Background: an optimization exercise with open tools, aiming at small area and a short achievable clock period. Do not read the settings as production practice.
Only simulation tests tie the RTL to the original design; equivalence was not proved.
In every run shown here, the design's own scripts or RTL, not TritonCTS, make the clock network.
No driver is modelled on the clock port, so clock power and skew are understated where the tree is cut down; a real chip needs a root buffer or a tree.
Power is estimated from default activity; no workload was simulated.

==> flow/design.v (outline; a module is shown in full before it is edited, if it fits) <==
// module g_ao22: 3 lines
// module g_aoi21: 3 lines
// module g_inv: 3 lines
// module g_nand2: 3 lines
// module g_nand2b: 3 lines
// module g_nor2: 3 lines
// module g_oai21: 3 lines
// module g_xnor2: 3 lines
// module g_xor2: 3 lines
// module doubling_adder_top: 1765 lines
module doubling_adder_top (
  input  logic                  clk,
  input  logic                  arst_n,
  input  logic                  in_valid,
  input  logic [64-1:0] a,
  input  logic [64-1:0] b,
  input  logic                  cin,
  output logic [64:0]   sum,
  output logic                  out_valid
);
  // ...
==> flow/flow/run.sh <==
#!/bin/bash
# Layout flow: the standard flow (standard.sh, unchanged synthesis) with
#  - the port buffers of buffer_ports set to the smallest buffer, which
#    repair_timing then sizes up where timing needs it (every port still gets
#    its own buffer);
#  - a small balanced clock tree (cts_tree.tcl) in place of TritonCTS: the clock
#    port drives four clock buffers, each driving two leaf clock buffers, each
#    leaf driving an eighth of the flip-flops.
set -euo pipefail
HERE=$(cd "$(dirname "$0")" && pwd)
bash standard.sh finish BUFFER_PORTS_ARGS="-buffer_cell sky130_fd_sc_hd__buf_1" \
  PRE_CTS_TCL="$HERE/cts_tree.tcl" CTS_TOP_BUFS=4 CTS_LEAF_BUFS=2 \
  CTS_TOP_CELL=sky130_fd_sc_hd__clkbuf_8 CTS_LEAF_CELL=sky130_fd_sc_hd__clkbuf_16 \
  > standard_flow.log 2>&1
==> flow/flow/cts_tree.tcl <==
# Sourced by ORFS cts.tcl before it builds the clock tree (PRE_CTS_TCL).
# Replaces clock_tree_synthesis with a small balanced tree: the clock port
# drives CTS_TOP_BUFS buffers, each of which drives CTS_LEAF_BUFS leaf buffers
# (or the flip-flops directly when CTS_LEAF_BUFS is 0). The flip-flops are split
# into groups of equal size by position (halves in x, then halves in y, ...),
# one group per leaf buffer, placed at the group's centre. Every flip-flop sees
# the same number and type of buffers, with no deliberate skew.
set ::cts_top  [expr {[info exists ::env(CTS_TOP_BUFS)]  ? $::env(CTS_TOP_BUFS)  : 4}]
set ::cts_leaf [expr {[info exists ::env(CTS_LEAF_BUFS)] ? $::env(CTS_LEAF_BUFS) : 2}]
set ::cts_top_cell  [expr {[info exists ::env(CTS_TOP_CELL)]  ? $::env(CTS_TOP_CELL)  : "sky130_fd_sc_hd__clkbuf_8"}]
set ::cts_leaf_cell [expr {[info exists ::env(CTS_LEAF_CELL)] ? $::env(CTS_LEAF_CELL) : "sky130_fd_sc_hd__clkbuf_16"}]

# items: list of {object x y}; split into n groups (n a power of two) of equal
# size by recursive bisection at the median, alternating between x and y.
proc cts_tree_split {items n axis} {
  if {$n <= 1} { return [list $items] }
  set idx [expr {$axis eq "x" ? 1 : 2}]
  set sorted [lsort -real -index $idx $items]
  set half [expr {[llength $sorted] / 2}]
  set other [expr {$axis eq "x" ? "y" : "x"}]
  return [concat [cts_tree_split [lrange $sorted 0 [expr {$half - 1}]] [expr {$n / 2}] $other] \
                 [cts_tree_split [lrange $sorted $half end] [expr {$n / 2}] $other]]
}

# Creates a buffer of cell $cell named $name driving the iterms of $items from
# net $in_net, placed at the centre of the items; returns {iterm x y} of its input.
proc cts_tree_buffer {name cell in_net items} {
  set block [ord::get_db_block]
  set master [[ord::get_db] findMaster $cell]
  set inst [odb::dbInst_create $block $master $name]
  set net [odb::dbNet_create $block "net_$name"]
  $net setSigType CLOCK
  set sx 0; set sy 0
  foreach item $items {
    lassign $item it x y
    $it disconnect
    $it connect $net
    set sx [expr {$sx + $x}]; set sy [expr {$sy + $y}]
  }
  set n [llength $items]
  set cx [expr {int($sx / $n)}]
  set cy [expr {int($sy / $n)}]
  $inst setLocation [expr {$cx - [$master getWidth] / 2}] [expr {$cy - [$master getHeight] / 2}]
  $inst setPlacementStatus PLACED
  set a [$inst findITerm A]
  $a connect $in_net
  [$inst findITerm X] connect $net
  puts "cts_tree: $name ($cell) drives $n loads at ($cx, $cy)"
  return [list $a $cx $cy]
}

proc clock_tree_synthesis {args} {
  puts "cts_tree: $::cts_top x $::cts_top_cell, each driving $::cts_leaf x $::cts_leaf_cell (replaces clock_tree_synthesis $args)"
  set block [ord::get_db_block]
  set clk_net [$block findNet clk]
  set items {}
  foreach it [$clk_net getITerms] {
    set inst [$it getInst]
    lassign [$inst getLocation] x y
    set m [$inst getMaster]
    lappend items [list $it [expr {$x + [$m getWidth] / 2}] [expr {$y + [$m getHeight] / 2}]]
  }
  set t 0
  foreach top_group [cts_tree_split $items $::cts_top x] {
    if {$::cts_leaf > 0} {
      set leaves {}
      set l 0
      foreach leaf_group [cts_tree_split $top_group $::cts_leaf [expr {$::cts_top % 2 ? "x" : "y"}]] {
        set tmp [odb::dbNet_create $block "net_tmp_${t}_$l"]
        lappend leaves [cts_tree_buffer "clkbuf_leaf_${t}_$l" $::cts_leaf_cell $tmp $leaf_group]
        incr l
      }
      set top_in [cts_tree_buffer "clkbuf_top_$t" $::cts_top_cell $clk_net $leaves]
      foreach l [$block getNets] { if {[string match "net_tmp_*" [$l getName]] && [llength [$l getITerms]] == 0} { odb::dbNet_destroy $l } }
    } else {
      cts_tree_buffer "clkbuf_top_$t" $::cts_top_cell $clk_net $top_group
    }
    incr t
  }
  $clk_net setSigType CLOCK
  set_propagated_clock [all_clocks]
}
==> flow/standard.sh <==
#!/bin/bash
# synth_recipe.tcl (not shown) runs the flow's synth.tcl, then flattens the netlist and writes it again
# the make line also repeats each setting of config.mk as NAME=value (left out here)
make -C /OpenROAD-flow-scripts/flow DESIGN_CONFIG=/design/flow/config.mk WORK_HOME=/design/flow/orfs CLKGATE_MAP_FILE= SYNTH_SCRIPT=/design/flow/synth_recipe.tcl "${@:-finish}"
==> flow/config.mk <==
export PLATFORM = sky130hd
export DESIGN_NAME = doubling_adder_top
export DESIGN_NICKNAME = doubling_adder_top
export VERILOG_FILES = /design/flow/design.v
export SDC_FILE = /design/flow/constraint.sdc
export NUM_CORES = 4
export LEC_CHECK = 0
export CAP_MARGIN = 20
export CORE_MARGIN = 2
export CORE_UTILIZATION = 65
export HOLD_SLACK_MARGIN = 0.05
export SETUP_SLACK_MARGIN = 1.7
export SLEW_MARGIN = 20
export SYNTH_HIERARCHICAL = 1
export SYNTH_MINIMUM_KEEP_SIZE = 0
==> flow/constraint.sdc <==
create_clock -name core_clock -period 3.2 [get_ports {clk}]
set_input_delay 0.6400 -clock core_clock [delete_from_list [all_inputs] [get_ports {clk}]]
set_output_delay 0.6400 -clock core_clock [all_outputs]
set_load 0.01 [all_outputs]
==> flow_metrics.tcl, run 1 <==
set metrics [dict create \
    status "no timing/DRC/antenna violations" \
    wl_met1_um 7730 \
    synth_top_family_by_area "compound AO/OA/AOI/OAI gates" \
    core-area_sq_mm 0.0121 \
    dp.cells 1305 \
    multi_input_gates 755 \
    reg2regPathDepth 3 \
    drc_errors 0 \
    timing.final.crit_share_pct 46.3 \
    r2r-end "sum[56]" \
    grt_first_pass_wirelength_um 28300 \
    pg_comb_uw 1420 \
    fp-row-count 40 \
    ios 198 \
    startpoint "sum[62]" \
    crit_family "flip-flops" \
    postRouteAntennaNets 0 \
    synth_top_area_share_pct 23.3 \
    p_sw_share_pct 31.7 \
    synth-edff-count 0 \
    insertion_delay_ns 0.28 \
    relSlewSlack_pct 55.5 \
    final_area_sq_mm 0.00941 \
    layout_commonest_cell "buf_1" \
    synth_area_leader_cell "dfrtp_1" \
    fillCellCount 895 \
    use_met3_pct 2.74 \
    final_hold_viol_count 0 \
    largest_register_ffs 65 \
    required_ns 2.56 \
    setup_ws_ns 1.72 \
    n_all_inverters 34 \
    synth.area.top_cells "dfrtp_1, dfxtp_1, xor2_1, xnor2_1, nand2_1" \
    clk_pin_slew_ns 0.08 \
    totalWireLength_um 17500 \
    area_growth_pct 17.1 \
    dr.max_layer_used "met4" \
    antenna_found_initial 0 \
    yosysSeqAreaShare_pct 41.0 \
    synth-xor-area-share_pct 19.3 \
    combPwrFrac_pct 28.6 \
    synth.top_cells.by_count "nand2_1, nor2_1, xor2_1" \
]
==> run 2: changes to the inputs <==
==> flow/flow/run.sh (replaced) <==
#!/bin/bash
# Layout flow: the standard flow (standard.sh, unchanged synthesis) with
#  - the port buffers of buffer_ports set to the smallest buffer, which
#    repair_timing then sizes up where timing needs it (every port still gets
#    its own buffer);
#  - a small balanced clock tree (cts_tree.tcl) in place of TritonCTS: the clock
#    port drives four clock inverters, each driving two leaf clock inverters,
#    each leaf driving an eighth of the flip-flops (two inversions on every
#    path, so each acts as a buffer).
set -euo pipefail
HERE=$(cd "$(dirname "$0")" && pwd)
bash standard.sh finish BUFFER_PORTS_ARGS="-buffer_cell sky130_fd_sc_hd__buf_1" \
  PRE_CTS_TCL="$HERE/cts_tree.tcl" CTS_TOP_BUFS=4 CTS_LEAF_BUFS=2 \
  CTS_TOP_CELL=sky130_fd_sc_hd__clkinv_2 CTS_LEAF_CELL=sky130_fd_sc_hd__clkinv_4 \
  > standard_flow.log 2>&1
--- a/flow/flow/cts_tree.tcl
+++ b/flow/flow/cts_tree.tcl
@@ -1,7 +1,9 @@
 # Sourced by ORFS cts.tcl before it builds the clock tree (PRE_CTS_TCL).
 # Replaces clock_tree_synthesis with a small balanced tree: the clock port
-# drives CTS_TOP_BUFS buffers, each of which drives CTS_LEAF_BUFS leaf buffers
-# (or the flip-flops directly when CTS_LEAF_BUFS is 0). The flip-flops are split
+# drives CTS_TOP_BUFS cells, each of which drives CTS_LEAF_BUFS leaf cells (or
+# the flip-flops directly when CTS_LEAF_BUFS is 0). The cells may be buffers or
+# inverters; with inverters both levels invert, so every flip-flop still sees
+# the clock's rising edge through two inversions, like a buffer. The flip-flops are split
 # into groups of equal size by position (halves in x, then halves in y, ...),
 # one group per leaf buffer, placed at the group's centre. Every flip-flop sees
 # the same number and type of buffers, with no deliberate skew.
@@ -44,7 +46,9 @@
   $inst setPlacementStatus PLACED
   set a [$inst findITerm A]
   $a connect $in_net
-  [$inst findITerm X] connect $net
+  foreach it [$inst getITerms] {
+    if {[$it isOutputSignal]} { $it connect $net }
+  }
   puts "cts_tree: $name ($cell) drives $n loads at ($cx, $cy)"
   return [list $a $cx $cy]
 }
==> flow_metrics.tcl, run 2 <==
set metrics [dict create \
    use_met2_pct 46.9 \
    layout_commonest_cell "buf_1" \
    r2r_start "valid_q" \
    start_kind "input pin" \
    required_ns 3.33 \
    crit_type "input pin to register" \
    vias_per_cell 5.23 \
    grt_pass1_vias 6462 \
    setup-violations-final 0 \
    synthFlopType "dfrtp_1" \
    maxCapViolCount 0 \
    ys_types 11 \
    area_growth_pct 15.2 \
    synth_top_family_by_area "compound AO/OA/AOI/OAI gates" \
    netlist_area_sq_mm 0.00804 \
    reg2regPathDepth 3 \
    async_reset_ff_share_pct 51.4 \
    rsz0062_at_grt "yes" \
    busiest_layer "met2" \
    tightest_slew_ns 0.661 \
    n_antenna_cell 0 \
    dieWidth_um 115 \
    path_common_cell "nor2_1" \
    r2r-end "sum[56]" \
    grt_usage_pct 25.5 \
    antenna_found_initial 0 \
    layoutNonFillerInstCount 1321 \
    yosysSeqAreaShare_pct 41.0 \
    synth_area_leader_cell "dfrtp_1" \
    synth_compound_area_share_pct 19.4 \
    core-area_sq_mm 0.0121 \
    synthSimpleGateAreaFrac_pct 18.7 \
    seqCellArea_sq_mm 0.00330 \
    portBuffers 197 \
    avgSynthCellArea_sq_um 8.60 \
    die-area_sq_mm 0.0133 \
    status "no timing/DRC/antenna violations" \
    synth-xor-area-share_pct 19.3 \
    drt_iter0_markers 347 \
    muxShareOfSynthArea_pct 0 \
    dr.pass1.iters 5 \
    layout_common_cells "buf_1, nand2_1, nor2_1, xor2_1, o21ai_1" \
    gr-total-overflow 0 \
    syn_inst 935 \
    reg_top3 "sum: 65 flops, s_q: 64 flops, g_q: 8 flops" \
    max_clock_freq_mhz 681 \
    grt_first_pass_wirelength_um 28200 \
    worst_setup_path_end_kind "register" \
    synthesis.nets 1067 \
    hpwl_um 13400 \
    wl_per_cell_um 13.2 \
    fillCellCount 921 \
    largest_register_ffs 65 \
    relSlewSlack_pct 55.9 \
    multiInputGateArea_sq_mm 0.00470 \
    initial_core_util_pct 66.7 \
    gp_congestion 0.886 \
    synth_top_area_share_pct 23.3 \
    dp.cells 1305 \
    reg2reg_slack_ns 1.76 \
    use_met3_pct 2.69 \
    ys_ff_latch 146 \
    synth.area.top_cells "dfrtp_1, dfxtp_1, xor2_1, xnor2_1, nand2_1" \
    synth.top_cells.by_count "nand2_1, nor2_1, xor2_1" \
    crit_fanout 3 \
    post-place-ws_ns 1.29 \
    drc_errors 0 \
    finClkSkew_ns 0.0272 \
    use_met1_pct 33.0 \
    setup_tns_ns 0 \
    drive_gt1_share_pct 9.11 \
    path_cells "buf_1, nor2_1, nor2_1, a21oi_2, o21ai_1, xor2_1" \
    vias 6913 \
    power.leakage_uw 0.00383 \
    postRouteAntennaNets 0 \
    worstPathArrival_ns 1.60 \
    cpPeakStageDelay_ns 0.26 \
    synthAdderAreaFrac_pct 0 \
    synth.most_common_cell "nand2_1" \
    max_flop_register "sum" \
    ios 198 \
    synth-warning-count 7 \
    totalWireLength_um 17500 \
    finalCriticalPeriod_ns 1.47 \
    cp_slowest_cell "nor2_1" \
    maxSlewViolCount 0 \
    die_y_um 115 \
    fin_nets 1287 \
    timing.final.crit_share_pct 45.9 \
    grt_max_degree 67 \
    synth-edff-count 0 \
    fp-row-count 40 \
    final_hold_viol_count 0 \
    peakVddDrop_uv 259 \
    hold_class "input pin to asynchronous set/reset pin" \
    insertion_delay_ns 0.23 \
    clk_pin_slew_ns 0.12 \
    final_util_pct 76.8 \
    power.density_mw_per_mm2 486 \
    setup_ws_ns 1.73 \
    cts_hold_buffers 0 \
]
-- run 2: cell counts after synthesis --
No cell type changed its count.
-- run 2: modules after synthesis, one instance, submodules excluded --
module	cells	flip-flops and latches	times used	area, sq um
doubling_adder_top	146	146	1	3300
g_xnor2	1	0	72	8.76
g_nor2	1	0	137	3.75
g_xor2	1	0	105	8.76
g_nand2	1	0	159	3.75
g_aoi21	1	0	59	8.76
g_ao22	1	0	65	8.76
g_oai21	1	0	95	5.00
g_nand2b	1	0	63	6.26
g_inv	1	0	34	3.75
-- run 2: area by class of cell --
cell class                 instances  area share (%)
timing repair buffer             206            8.98
sequential                       146            35.6
multi-input combinational        755            50.7
tap                              168            2.27
inverter                          46            2.39
-- run 2: metrics by stage --
step	hold WS, ns	total power, uW	instance area (sq um)
global route	0.477	4790	9270
global placement	0.435	3840	9050
detailed placement	0.453	3880	9050
floorplan	0.344	3380	8060
finish	0.446	4500	9270
CTS	0.468	4500	9180
-- run 2: layer usage --
| layer | vias to the layer above | share of wire (%) |
|---|---|---|
| met1 | 3177 | 45 |
| li1 | 3529 | - |
| met2 | 188 | 49 |
| met5 | - | 0 |
| met4 | 0 | 1.2 |
| met3 | 19 | 4.9 |
-- run 2: report_power, final --
| part | switching [uW] | internal [uW] |
|---|---|---|
| Combinational | 794 | 626 |
| Clock | 553 | 71.1 |
| Sequential | 247 | 2210 |
| Total | 1590 | 2910 |
-- run 2: what timing repair did --
action / CTS / global route
setup endpoints to repair: 31 / 35
pin swaps: 2 / 8
buffers inserted: 2 / 2
gates resized for setup: 6 / 25
-- run 2: how the worst max path moves through the flow --
stage / from / end / slack, ns / cells past startpoint
after floorplan: valid_q / sum[32] / 1.08 / 3
after global placement: g_q[0] / sum[60] / 1.35 / 6
after detailed placement: g_q[0] / sum[63] / 1.29 / 6
after CTS: b[8] / g_q[1] / 1.70 / 7
after global routing: b[49] / s_q[55] / 1.66 / 6
final: b[49] / s_q[55] / 1.73 / 6
-- run 2: kinds of logic after synthesis --
kind of cell | Yosys count
compound gates | 219
buf+inv | 34
xor+xnor | 177
flops | 146
simple gates | 359
-- run 2: worst max-delay path, delay by kind of cell --
kind | cells | cell delay (ns)
AOI/OAI and AO/OA | 2 | 0.31
buffers and inverters | 1 | 0.11
xor gates and xnor gates | 1 | 0.16
and+or+nand+nor | 2 | 0.38
==> run 3: changes to the inputs <==
--- a/flow/flow/run.sh
+++ b/flow/flow/run.sh
@@ -11,5 +11,5 @@
 HERE=$(cd "$(dirname "$0")" && pwd)
 bash standard.sh finish BUFFER_PORTS_ARGS="-buffer_cell sky130_fd_sc_hd__buf_1" \
   PRE_CTS_TCL="$HERE/cts_tree.tcl" CTS_TOP_BUFS=4 CTS_LEAF_BUFS=2 \
-  CTS_TOP_CELL=sky130_fd_sc_hd__clkinv_2 CTS_LEAF_CELL=sky130_fd_sc_hd__clkinv_4 \
+  CTS_TOP_CELL=sky130_fd_sc_hd__clkinv_2 CTS_LEAF_CELL=sky130_fd_sc_hd__clkinv_8 \
   > standard_flow.log 2>&1
--- a/flow/config.mk
+++ b/flow/config.mk
@@ -7,9 +7,9 @@
 export LEC_CHECK = 0
 export CAP_MARGIN = 20
 export CORE_MARGIN = 2
-export CORE_UTILIZATION = 65
+export CORE_UTILIZATION = 75
 export HOLD_SLACK_MARGIN = 0.05
-export SETUP_SLACK_MARGIN = 1.7
+export SETUP_SLACK_MARGIN = 1.72
 export SLEW_MARGIN = 20
 export SYNTH_HIERARCHICAL = 1
 export SYNTH_MINIMUM_KEEP_SIZE = 0
==> flow_metrics.tcl, run 3 <==
set metrics [dict create \
    status "no timing/DRC/antenna violations" \
    hpwl_um 14500 \
    insertion_delay_ns 0.31 \
    setup-violations-final 0 \
    initial_core_util_pct 77.6 \
    dr.pass1.iters 5 \
    power.density_mw_per_mm2 511 \
    gr-total-overflow 0 \
    totalWireLength_um 23500 \
    multiInputGateArea_sq_mm 0.00480 \
    n_antenna_cell 0 \
    vias 7896 \
    reg_top3 "sum: 65 flops, s_q: 64 flops, g_q: 8 flops" \
    final_util_pct 92.4 \
    ys_ff_latch 146 \
    synth_top_area_share_pct 23.3 \
    portBuffers 197 \
    ios 198 \
    setup_ws_ns 1.26 \
    avgSynthCellArea_sq_um 8.60 \
    tightest_slew_ns 0.718 \
    grt_max_degree 54 \
    cpPeakStageDelay_ns 0.41 \
    finClkSkew_ns 0.0460 \
    synth_area_leader_cell "dfrtp_1" \
    synth.most_common_cell "nand2_1" \
    layout_common_cells "nand2_1, buf_1, nor2_1, xor2_1, o21ai_1" \
    fillCellCount 418 \
    peakVddDrop_uv 271 \
    layout_commonest_cell "nand2_1" \
    synthesis.nets 1067 \
    power.leakage_uw 0.00409 \
    timing.final.crit_share_pct 60.6 \
    max_flop_register "sum" \
    area_growth_pct 19.2 \
    seqCellArea_sq_mm 0.00330 \
    final_hold_viol_count 0 \
    maxSlewViolCount 0 \
    path_cells "buf_1, nor2_2, nor2_2, nand2_1, o21ai_1, xor2_1" \
    crit_fanout 3 \
    grt_usage_pct 32.8 \
    fp-row-count 37 \
    wl_met1_um 8370 \
    die_y_um 108 \
    ys_types 11 \
    required_ns 3.42 \
    async_reset_ff_share_pct 51.4 \
    core-area_sq_mm 0.0104 \
    cts_hold_buffers 0 \
    maxCapViolCount 0 \
    synth-edff-count 0 \
    drive_gt1_share_pct 16.1 \
    wl_met3_um 2080 \
    grt_first_pass_wirelength_um 31100 \
    die-area_sq_mm 0.0116 \
    drt_iter0_markers 946 \
    wl_per_cell_um 18.1 \
    finalCriticalPeriod_ns 1.94 \
    hold_class "input pin to asynchronous set/reset pin" \
    met2_length_um 11700 \
    post-place-ws_ns 1.19 \
    vias_per_cell 6.06 \
    synthFlopType "dfrtp_1" \
    power_uw 4900 \
    r2r_start "valid_q" \
    relSlewSlack_pct 52.1 \
    synth-warning-count 7 \
    syn_inst 935 \
    postRouteAntennaNets 0 \
    antenna_found_initial 0 \
    synth.area.top_cells "dfrtp_1, dfxtp_1, xor2_1, xnor2_1, nand2_1" \
    worstPathArrival_ns 2.15 \
    dieWidth_um 108 \
    netlist_area_sq_mm 0.00804 \
    yosysSeqAreaShare_pct 41.0 \
    cp_slowest_cell "o21ai_1" \
    synth.top_cells.by_count "nand2_1, nor2_1, xor2_1" \
    crit_type "input pin to register" \
    rsz0062_at_grt "yes" \
    dr.max_layer_used "met4" \
    start_kind "input pin" \
    startpoint "a[60]" \
    grt_pass1_vias 7093 \
    drc_errors 0 \
    max_clock_freq_mhz 516 \
    fin_nets 1300 \
    worst_setup_path_end_kind "register" \
    gp_congestion 0.952 \
    path_common_cell "nor2_2" \
    clk_pin_slew_ns 0.10 \
    setup_tns_ns 0 \
    largest_register_ffs 65 \
]
-- run 3: changes by cell type in the layout (fill, tap and decap cells not counted), sizes merged --
cell    delta
clkbuf    +39
buf       -26
-- run 3: cell type report --
cell class                 instances  area share [%]
sequential                       146            34.5
multi-input combinational        755            50.1
timing repair buffer             219            10.7
inverter                          46            2.94
tap                              136            1.78
-- run 3: timing repair --
item / CTS / global route
setup endpoints to repair: 80 / 76
pin swaps: 6 / 7
buffers inserted: 7 / 11
resized for setup: 17 / 90
-- run 3: per-layer routing --
layer  GRT usage, %  vias up
met2           60.5      486
met4           14.4        0
met5              0        -
met1           37.6     3692
li1               -     3569
met3           4.66      149
-- run 3: final timing paths --
| kind | cells past startpoint | end | slack (ns) |
|---|---|---|---|
| min reg2reg | 2 | sum[33] | 0.46 |
| min in group core_clock | 2 | sum[33] | 0.46 |
| max | 6 | s_q[63] | 1.26 |
| min | 1 | g_q[7] | 0.41 |
| max reg2reg | 4 | sum[17] | 1.75 |
| max in group asynchronous | 2 | sum[57] | 2.12 |
-- run 3: per-module statistics from Yosys, one instance, submodules excluded --
| module | copies in the design | area, sq um | cells |
|---|---|---|---|
| doubling_adder_top | 1 | 3300 | 146 |
| g_ao22 | 65 | 8.76 | 1 |
| g_aoi21 | 59 | 8.76 | 1 |
| g_inv | 34 | 3.75 | 1 |
| g_nand2 | 159 | 3.75 | 1 |
| g_nand2b | 63 | 6.26 | 1 |
| g_nor2 | 137 | 3.75 | 1 |
| g_oai21 | 95 | 5.00 | 1 |
| g_xnor2 | 72 | 8.76 | 1 |
| g_xor2 | 105 | 8.76 | 1 |
-- run 3: critical path: cells and delay by family --
kind / cells / cell delay, ns
XOR/XNOR: 1 / 0.28
AND/OR/NAND/NOR: 3 / 0.48
AO/OA/AOI/OAI: 1 / 0.41
buffers and inverters: 1 / 0.33
-- run 3: power breakdown --
part / internal (uW) / total [uW] / switching, uW
Sequential: 2210 / 2490 / 274
Combinational: 712 / 1630 / 914
Clock: 109 / 784 / 674
Total: 3030 / 4900 / 1860
-- run 3: metrics by stage --
step           std cells  cell area [sq um]  hold slack, ns
2_1_floorplan        935               8070           0.344
3_3_place_gp        1272               9020           0.435
3_5_place_dp        1272               9020           0.454
4_1_cts             1291               9300           0.455
5_1_grt             1302               9580           0.460
6_report            1302               9580           0.411
-- run 3: logic make-up (layout without fill, tap and decap cells) --
kind of cell / after synthesis / count (layout) / share of synthesized area (%)
XOR/XNOR: 177 / 177 / 19.3
AND/OR/NAND/NOR: 359 / 359 / 18.7
flip-flops: 146 / 146 / 41.0
buffers and inverters: 34 / 265 / 1.59
AO/OA/AOI/OAI: 219 / 219 / 19.4
==> run 4: changes to the inputs <==
--- a/flow/config.mk
+++ b/flow/config.mk
@@ -7,9 +7,9 @@
 export LEC_CHECK = 0
 export CAP_MARGIN = 20
 export CORE_MARGIN = 2
-export CORE_UTILIZATION = 75
+export CORE_UTILIZATION = 65
 export HOLD_SLACK_MARGIN = 0.05
-export SETUP_SLACK_MARGIN = 1.72
+export SETUP_SLACK_MARGIN = 1.69
 export SLEW_MARGIN = 20
 export SYNTH_HIERARCHICAL = 1
 export SYNTH_MINIMUM_KEEP_SIZE = 0
==> flow_metrics.tcl, run 4 <==
set metrics [dict create \
    status "no timing/DRC/antenna violations" \
    path_cells "buf_1" \
    wl_per_cell_um 13.1 \
    crit_fanout 2 \
    dieWidth_um 115 \
    cpPeakStageDelay_ns 0.35 \
    p_switching_uw 1670 \
    largest_register_ffs 65 \
    p_sw_share_pct 36.2 \
    async_reset_ff_share_pct 51.4 \
    gr-total-overflow 0 \
    power_frac_clock_pct 16.2 \
    timing.final.crit_share_pct 46.5 \
    ys_ff_latch 146 \
    n_antenna_cell 0 \
    crit_type "register to primary output" \
    dr.pass1.iters 5 \
    rsz0062_at_grt "yes" \
    synth.most_common_cell "nand2_1" \
    netlist_area_sq_mm 0.00804 \
    vias 6944 \
    die_y_um 115 \
    synthFlopType "dfrtp_1" \
    synth_area_leader_cell "dfrtp_1" \
    power.leakage_uw 0.00384 \
    peakVddDrop_uv 256 \
    gp_congestion 0.892 \
    worstPathArrival_ns 0.85 \
    ys_types 11 \
    avgSynthCellArea_sq_um 8.60 \
    setup_ws_ns 1.71 \
    relSlewSlack_pct 52.1 \
    initial_core_util_pct 66.7 \
    synth-warning-count 7 \
    layout_commonest_cell "buf_1" \
    clk_pin_slew_ns 0.08 \
    yosysSeqAreaShare_pct 41.0 \
    postRouteAntennaNets 0 \
    drt_iter0_markers 314 \
    finClkSkew_ns 0.00955 \
    finalCriticalPeriod_ns 1.49 \
    required_ns 2.56 \
    fp-row-count 40 \
    hold_slack_ns 0.441 \
    antenna_found_initial 0 \
    setup-violations-final 0 \
    ios 198 \
    drc_errors 0 \
    area_growth_pct 15.5 \
    max_clock_freq_mhz 672 \
    power.density_mw_per_mm2 496 \
    tightest_slew_ns 0.718 \
    crit_family "flip-flops" \
    synth-edff-count 0 \
    insertion_delay_ns 0.27 \
    worst_setup_path_end_kind "primary output" \
    die-area_sq_mm 0.0133 \
    grt_usage_pct 25.6 \
    hpwl_um 13300 \
    p_int_uw 2940 \
    maxSlewViolCount 0 \
    layout_common_cells "buf_1, nand2_1, nor2_1, xor2_1, o21ai_1" \
    cp_num_buf_inv 1 \
    synth_top_area_share_pct 23.3 \
    synthesis.nets 1067 \
    grt_max_degree 50 \
    post-place-ws_ns 1.25 \
    fin_nets 1285 \
    combPwrFrac_pct 30.6 \
    reg_top3 "sum: 65 flops, s_q: 64 flops, g_q: 8 flops" \
    max_flop_register "sum" \
    final_util_pct 77.0 \
    cp_slowest_cell "dfrtp_1" \
    reg2regPathDepth 4 \
    portBuffers 197 \
    maxCapViolCount 0 \
    core-area_sq_mm 0.0121 \
    hold_class "input pin to asynchronous set/reset pin" \
    totalWireLength_um 17300 \
    setup_tns_ns 0 \
    seq_power_share_pct 53.3 \
    grt_pass1_vias 6400 \
    synth.top_cells.by_count "nand2_1, nor2_1, xor2_1" \
    drive_gt1_share_pct 8.51 \
    vias_per_cell 5.26 \
    power_uw 4610 \
    grt_first_pass_wirelength_um 28300 \
    start_kind "register" \
    final_hold_viol_count 0 \
    synth.area.top_cells "dfrtp_1, dfxtp_1, xor2_1, xnor2_1, nand2_1" \
    syn_inst 935 \
    cp.depth 1 \
]
## run 4: per-module statistics from Yosys, one instance, submodules excluded
module / cells inside / cell area [sq um] / copies in the design
g_aoi21: 1 / 8.76 / 59
g_inv: 1 / 3.75 / 34
doubling_adder_top: 146 / 3300 / 1
g_nor2: 1 / 3.75 / 137
g_nand2: 1 / 3.75 / 159
g_nand2b: 1 / 6.26 / 63
g_xnor2: 1 / 8.76 / 72
g_oai21: 1 / 5.00 / 95
g_ao22: 1 / 8.76 / 65
g_xor2: 1 / 8.76 / 105
## run 4: power groups by stage
stage | Clock, uW | Sequential [uW] | Combinational [uW]
final | 745 | 2460 | 1410
after global placement | 0 | 2490 | 1360
after floorplan | 0 | 2530 | 852
after global routing | 832 | 2500 | 1580
after CTS | 757 | 2450 | 1400
after detailed placement | 0 | 2490 | 1390
## run 4: worst paths after layout
check                      startpoint      end  slack, ns
max                           sum[60]  sum[60]       1.71
min reg2reg                    s_q[6]   sum[6]       0.46
min                            arst_n  sum[22]       0.44
max in group asynchronous      arst_n  sum[40]       2.15
max reg2reg                   valid_q  sum[63]       1.76
min in group core_clock        s_q[6]   sum[6]       0.46
## run 4: cell families after synthesis
kind of cell           synth area share (%)
AND/OR/NAND/NOR                        18.7
AO/OA/AOI/OAI                          19.4
buffers and inverters                  1.59
XOR/XNOR                               19.3
flip-flops                             41.0
## run 4: cell type report
class | instances | area (sq um)
inverters | 46 | 282
well taps | 168 | 210
multi-input cells | 755 | 4670
fillers | 931 | 2770
flip-flops and latches | 146 | 3300
repair buffers | 204 | 823
## run 4: routing by layer
layer / global-route usage (%) / part of all wire (%) / up-vias
met5: 0 / 0 / -
met4: 4.74 / 1.8 / 0
met2: 45.1 / 48 / 177
met3: 2.74 / 5.1 / 25
met1: 34.4 / 45 / 3200
li1: - / - / 3542
## run 4: timing repair
action / in CTS / in global routing
endpoints found under the setup margin: 58 / 50
hold buffers: 0 / 0
resized for setup: 6 / 14
pin swaps: 1 / 2
buffers inserted: 2 / 1
## run 4: per-stage QoR
stage	cells	cell area, sq um
floorplan	935	8060
global placement	1304	9050
detailed placement	1304	9050
CTS	1318	9240
global route	1319	9290
finish	1319	9290
==> run 5: changes to the inputs <==
--- a/flow/config.mk
+++ b/flow/config.mk
@@ -9,7 +9,7 @@
 export CORE_MARGIN = 2
 export CORE_UTILIZATION = 65
 export HOLD_SLACK_MARGIN = 0.05
-export SETUP_SLACK_MARGIN = 1.69
+export SETUP_SLACK_MARGIN = 1.75
 export SLEW_MARGIN = 20
 export SYNTH_HIERARCHICAL = 1
 export SYNTH_MINIMUM_KEEP_SIZE = 0
==> flow_metrics.tcl, run 5 <==
set metrics [dict create \
    initial_core_util_pct 66.7 \
    synth_compound_area_share_pct 19.4 \
    hold_class "input pin to asynchronous set/reset pin" \
    ys_types 11 \
    peakVddDrop_uv 271 \
    finClkSkew_ns 0.0164 \
    status "no timing/DRC/antenna violations" \
    fp-row-count 40 \
    path_cells "clkbuf_2" \
    synth_area_leader_cell "dfrtp_1" \
    drive_gt1_share_pct 19.5 \
    syn_inst 935 \
    grt_first_pass_wirelength_um 27900 \
    antenna_found_initial 0 \
    crit_family "flip-flops" \
    muxShareOfSynthArea_pct 0 \
    setup_tns_ns 0 \
    cp.depth 1 \
    synthAdderAreaFrac_pct 0 \
    async_reset_ff_share_pct 51.4 \
    power_frac_clock_pct 15.2 \
    gp_congestion 0.887 \
    die_y_um 115 \
    netlist_area_sq_mm 0.00804 \
    synth-edff-count 0 \
    portBuffers 197 \
    fin_nets 1337 \
    hpwl_um 13300 \
    synth_top_area_share_pct 23.3 \
    crit_type "register to primary output" \
    reg_top3 "sum: 65 flops, s_q: 64 flops, g_q: 8 flops" \
    worstPathArrival_ns 0.83 \
    synth-warning-count 7 \
    max_clock_freq_mhz 681 \
    wl_per_cell_um 13.3 \
    finalCriticalPeriod_ns 1.47 \
    ios 198 \
    rsz0062_at_grt "yes" \
    avgSynthCellArea_sq_um 8.60 \
    combPwrFrac_pct 34.9 \
    cts_hold_buffers 0 \
    worst_setup_path_end_kind "primary output" \
    cpPeakStageDelay_ns 0.41 \
    power.density_mw_per_mm2 498 \
    synth.area.top_cells "dfrtp_1, dfxtp_1, xor2_1, xnor2_1, nand2_1" \
    vias_per_cell 5.26 \
    cp_num_buf_inv 1 \
    layout_commonest_cell "nand2_1" \
    tightest_slew_ns 0.689 \
    relSlewSlack_pct 54.1 \
    synthesis.nets 1067 \
    cp_slowest_cell "dfrtp_1" \
    timing.final.crit_share_pct 45.9 \
    synthSimpleGateAreaFrac_pct 18.7 \
    drt_iter0_markers 407 \
    postRouteAntennaNets 0 \
    seq_power_share_pct 49.9 \
    crit_fanout 2 \
    synthFlopType "dfrtp_1" \
    grt_usage_pct 25.1 \
    gr-total-overflow 0 \
    required_ns 2.56 \
    synth_top_family_by_area "compound AO/OA/AOI/OAI gates" \
    final_hold_viol_count 0 \
    start_kind "register" \
    layout_common_cells "nand2_1, buf_1, nor2_1, xor2_1, o21ai_1" \
    yosysSeqAreaShare_pct 41.0 \
    n_antenna_cell 0 \
    p_int_uw 3190 \
    synth-xor-area-share_pct 19.3 \
    grt_max_degree 67 \
    reg2regPathDepth 4 \
    vias 7218 \
    grt_pass1_vias 6418 \
    power_uw 4930 \
    max_flop_register "sum" \
    area_growth_pct 22.9 \
    p_switching_uw 1740 \
    ys_ff_latch 146 \
    maxCapViolCount 0 \
    totalWireLength_um 18300 \
    synth.top_cells.by_count "nand2_1, nor2_1, xor2_1" \
    die-area_sq_mm 0.0133 \
    synth.most_common_cell "nand2_1" \
    clk_pin_slew_ns 0.09 \
    core-area_sq_mm 0.0121 \
    dr.pass1.iters 5 \
    p_sw_share_pct 35.4 \
    drc_errors 0 \
    dieWidth_um 115 \
    setup-violations-final 0 \
    insertion_delay_ns 0.27 \
    largest_register_ffs 65 \
    power.leakage_uw 0.00431 \
    hold_slack_ns 0.421 \
    maxSlewViolCount 0 \
]
-- run 5: cell counts after synthesis --
No cell type changed its count.
-- run 5: metrics by stage --
step,cell area [sq um],instances,util (%),worst slack [ns]
2_1_floorplan,8070,935,-,1.08
3_3_place_gp,9070,1306,75.2,1.34
3_5_place_dp,9070,1306,75.2,1.30
4_1_cts,9340,1327,77.4,1.73
5_1_grt,9890,1371,82.0,1.66
6_report,9890,1371,82.0,1.73
-- run 5: per-layer routing --
metal | share of wire (%) | wire [um] | global-route usage [%] | vias up
met2 | 51 | 9300 | 45.8 | 236
met3 | 6.0 | 1090 | 2.74 | 27
met1 | 42 | 7650 | 32.9 | 3312
met5 | 0 | 0 | 0 | -
li1 | - | - | - | 3643
met4 | 1.3 | 242 | 3.94 | 0
-- run 5: worst paths after layout --
kind	slack, ns	startpoint	end
worst min-delay path	0.42	arst_n	sum[22]
worst min register to register	0.47	s_q[1]	sum[1]
min in group core_clock	0.47	s_q[1]	sum[1]
worst max-delay path	1.73	sum[58]	sum[58]
max in group asynchronous	2.13	arst_n	sum[41]
worst max register to register	1.86	valid_q	sum[16]
-- run 5: cell families (layout without fill, tap and decap cells) --
group           after synthesis  count (layout)
compound gates              219             219
simple gates                359             359
flops                       146             146
xor+xnor                    177             177
buf+inv                      34             302
-- run 5: per-module statistics from Yosys, one instance, submodules excluded --
module	area [sq um]	cells inside	times used
g_xnor2	8.76	1	72
g_oai21	5.00	1	95
g_nand2b	6.26	1	63
g_inv	3.75	1	34
doubling_adder_top	3300	146	1
g_nor2	3.75	1	137
g_xor2	8.76	1	105
g_ao22	8.76	1	65
g_nand2	3.75	1	159
g_aoi21	8.76	1	59
-- run 5: cell type report --
class                      instances  area [sq um]
timing repair buffer             256          1330
tap                              168           210
fill                             838          2170
multi-input combinational        755          4760
sequential                       146          3300
inverter                          46           282
-- run 5: repair_timing --
| item | 4_1_cts | 5_1_grt |
|---|---|---|
| pin swaps | 4 | 6 |
| setup endpoints to repair | 83 | 127 |
| resized for setup | 25 | 96 |
| buffers inserted | 9 | 44 |
-- run 5: power groups by stage --
stage	sequential (uW)	combinational [uW]	clock [uW]
floorplan	2530	854	0
global placement	2480	1360	0
detailed placement	2480	1400	0
CTS	2450	1460	758
global route	2490	1890	846
finish	2460	1720	747
==> run 6: changes to the inputs <==
--- a/flow/config.mk
+++ b/flow/config.mk
@@ -9,7 +9,7 @@
 export CORE_MARGIN = 2
 export CORE_UTILIZATION = 65
 export HOLD_SLACK_MARGIN = 0.05
-export SETUP_SLACK_MARGIN = 1.75
+export SETUP_SLACK_MARGIN = 1.7
 export SLEW_MARGIN = 20
 export SYNTH_HIERARCHICAL = 1
 export SYNTH_MINIMUM_KEEP_SIZE = 0
==> flow_metrics.tcl, run 6 <==
set metrics [dict create \
    clk_pin_slew_ns 0.08 \
    avgSynthCellArea_sq_um 8.60 \
    cp_num_buf_inv 1 \
    finClkSkew_ns 0.0126 \
    ios 198 \
    grt_pass1_vias 6469 \
    crit_fanout 2 \
    dr.pass1.iters 5 \
    crit_family "flip-flops" \
    drt_iter0_markers 393 \
    synthesis.nets 1067 \
    required_ns 2.56 \
    tightest_slew_ns 0.676 \
    maxSlewViolCount 0 \
    reg_top3 "sum: 65 flops, s_q: 64 flops, g_q: 8 flops" \
    p_switching_uw 1670 \
    p_sw_share_pct 36.2 \
    power_frac_clock_pct 16.1 \
    worstPathArrival_ns 0.83 \
    relSlewSlack_pct 54.9 \
    startpoint "sum[56]" \
    synth-edff-count 0 \
    portBuffers 197 \
    fp-row-count 40 \
    gp_congestion 0.886 \
    die-area_sq_mm 0.0133 \
    totalWireLength_um 17400 \
    crit_type "register to primary output" \
    synth-warning-count 7 \
    max_clock_freq_mhz 680 \
    postRouteAntennaNets 0 \
    finalCriticalPeriod_ns 1.47 \
    wl_per_cell_um 13.2 \
    rsz0062_at_grt "no" \
    syn_inst 935 \
    power.leakage_uw 0.00386 \
    combPwrFrac_pct 30.7 \
    post-place-ws_ns 1.29 \
    async_reset_ff_share_pct 51.4 \
    ys_ff_latch 146 \
    die_y_um 115 \
    final_hold_viol_count 0 \
    dieWidth_um 115 \
    synth_top_area_share_pct 23.3 \
    setup_tns_ns 0 \
    gr-total-overflow 0 \
    peakVddDrop_uv 258 \
    path_cells "clkbuf_2" \
    cp_slowest_cell "dfrtp_1" \
    synth.area.top_cells "dfrtp_1, dfxtp_1, xor2_1, xnor2_1, nand2_1" \
    p_int_uw 2950 \
    fillCellCount 905 \
    worst_setup_path_end_kind "primary output" \
    synth.top_cells.by_count "nand2_1, nor2_1, xor2_1" \
    layout_commonest_cell "buf_1" \
    drc_errors 0 \
    vias 6929 \
    r2r_start "valid_q" \
    grt_usage_pct 25.4 \
    power_uw 4620 \
    status "no timing/DRC/antenna violations" \
    r2r-end "sum[56]" \
    cpPeakStageDelay_ns 0.42 \
    reg2regPathDepth 3 \
    seq_power_share_pct 53.2 \
    cts_hold_buffers 0 \
    timing.final.crit_share_pct 46.0 \
    fin_nets 1287 \
    largest_register_ffs 65 \
    grt_first_pass_wirelength_um 28100 \
    power.density_mw_per_mm2 497 \
    reg2reg_slack_ns 1.76 \
    cp-endpoint "sum[56]" \
    hpwl_um 13400 \
    synthFlopType "dfrtp_1" \
    maxCapViolCount 0 \
    grt_max_degree 67 \
    core-area_sq_mm 0.0121 \
    setup-violations-final 0 \
    synth_area_leader_cell "dfrtp_1" \
    max_flop_register "sum" \
    hold_class "input pin to asynchronous set/reset pin" \
    area_growth_pct 15.7 \
    start_kind "register" \
    antenna_found_initial 0 \
    synth.most_common_cell "nand2_1" \
    initial_core_util_pct 66.7 \
    netlist_area_sq_mm 0.00804 \
    n_antenna_cell 0 \
    ys_types 11 \
    yosysSeqAreaShare_pct 41.0 \
    vias_per_cell 5.25 \
    setup_ws_ns 1.73 \
    drive_gt1_share_pct 8.93 \
    cp.depth 1 \
    insertion_delay_ns 0.27 \
    layout_common_cells "buf_1, nand2_1, nor2_1, xor2_1, o21ai_1" \
]
==> run 6: cell counts after synthesis <==
Identical to the previous run, type by type.
==> run 6: kinds of logic after synthesis <==
family,after synthesis,share of synthesized area (%)
simple gates,359,18.7
compound gates,219,19.4
xor+xnor,177,19.3
flops,146,41.0
buf+inv,34,1.59
==> run 6: area by class of cell <==
cell class / instances / area, sq um / share of cell area, %
Multi-Input combinational cell: 755 / 4680 / 50.3
Sequential cell: 146 / 3300 / 35.5
Timing Repair Buffer: 206 / 831 / 8.93
Inverter: 46 / 282 / 3.03
Tap cell: 168 / 210 / 2.26
==> run 6: routing by layer <==
metal,track usage [%],routed length (um),vias to the layer above
met4,4.18,223,0
met5,0,0,-
met2,46.9,8630,184
met1,32.9,7700,3193
met3,2.42,891,19
li1,-,-,3533
==> run 6: what timing repair did <==
action	4_1_cts	5_1_grt
buffers inserted	2	2
gates resized for setup	6	18
pin swaps	2	6
endpoints found under the setup margin	30	36
cloned	0	0
==> run 6: per-stage QoR <==
| step | util, % | std cells | area, sq um | hold WS (ns) |
|---|---|---|---|---|
| 6_report | 77.1 | 1321 | 9310 | 0.413 |
| 3_5_place_dp | 75.0 | 1305 | 9050 | 0.453 |
| 5_1_grt | 77.1 | 1321 | 9310 | 0.455 |
| 4_1_cts | 76.6 | 1319 | 9240 | 0.442 |
| 2_1_floorplan | - | 935 | 8060 | 0.344 |
| 3_3_place_gp | 75.0 | 1305 | 9050 | 0.435 |
==> run 6: modules after synthesis, one instance, submodules excluded <==
module              copies in the design  cells inside
doubling_adder_top                     1           146
g_ao22                                65             1
g_aoi21                               59             1
g_xnor2                               72             1
g_xor2                               105             1
g_nand2b                              63             1
g_oai21                               95             1
g_inv                                 34             1
g_nand2                              159             1
g_nor2                               137             1
==> run 6: power by group through the flow <==
stage | Combinational, uW | Sequential [uW] | Clock [uW]
final | 1420 | 2460 | 744
after global routing | 1580 | 2500 | 838
after CTS | 1410 | 2460 | 757
after detailed placement | 1400 | 2490 | 0
after global placement | 1360 | 2480 | 0
after floorplan | 852 | 2530 | 0
==> run 6: worst min path at each step <==
stage,slack [ns],end,from
finish,0.41,sum[22],arst_n
global route,0.46,sum[22],arst_n
CTS,0.44,sum[22],arst_n
detailed placement,0.45,sum[6],s_q[6]
global placement,0.43,sum[1],s_q[1]
floorplan,0.34,g_q[0],arst_n

## re-timing with driven ports
Ports are ideal in the flow. The routed layouts listed here were re-timed in OpenROAD. Step 1, drivers: a clkbuf_16 drives clk and a buf_2 each remaining input, both assumed. Step 2 adds t to the input delays and takes it off the output delays; t is the mean of the earliest and latest rising clock arrival at the registers after step 1. Input paths then give back, and output paths get back, about the clock's delay inside the block. Three values: ideal ports, drivers, drivers and shift; two values: the first two.
| run | shift t [ns] | slack for setup (ns) | worst setup path after step 2 | worst data-port slew with drivers (ns) | pins driven straight from the clock port |
|---|---|---|---|---|---|
| run 1 | 0.347 | 1.718 / 1.649 / 1.461 | input to register | 0.04 | 4 |
| run 2 | 0.291 | 1.732 / 1.664 / 1.485 | input to register | 0.04 | 4 |
| run 3 | 0.366 | 1.262 / 1.296 / 0.930 | input to register | 0.06 | 4 |
| run 4 | 0.337 | 1.712 / 1.637 / 1.449 | input to register | 0.03 | 4 |
| run 5 | 0.334 | 1.732 / 1.658 / 1.493 | input to register | 0.04 | 4 |
| run 6 | 0.336 | 1.729 / 1.656 / 1.459 | input to register | 0.04 | 4 |
After both steps setup and hold are still met in every run listed. The setup slack of run 3, which loses most, moves by +0.034 ns with the drivers and by -0.332 ns with both steps.
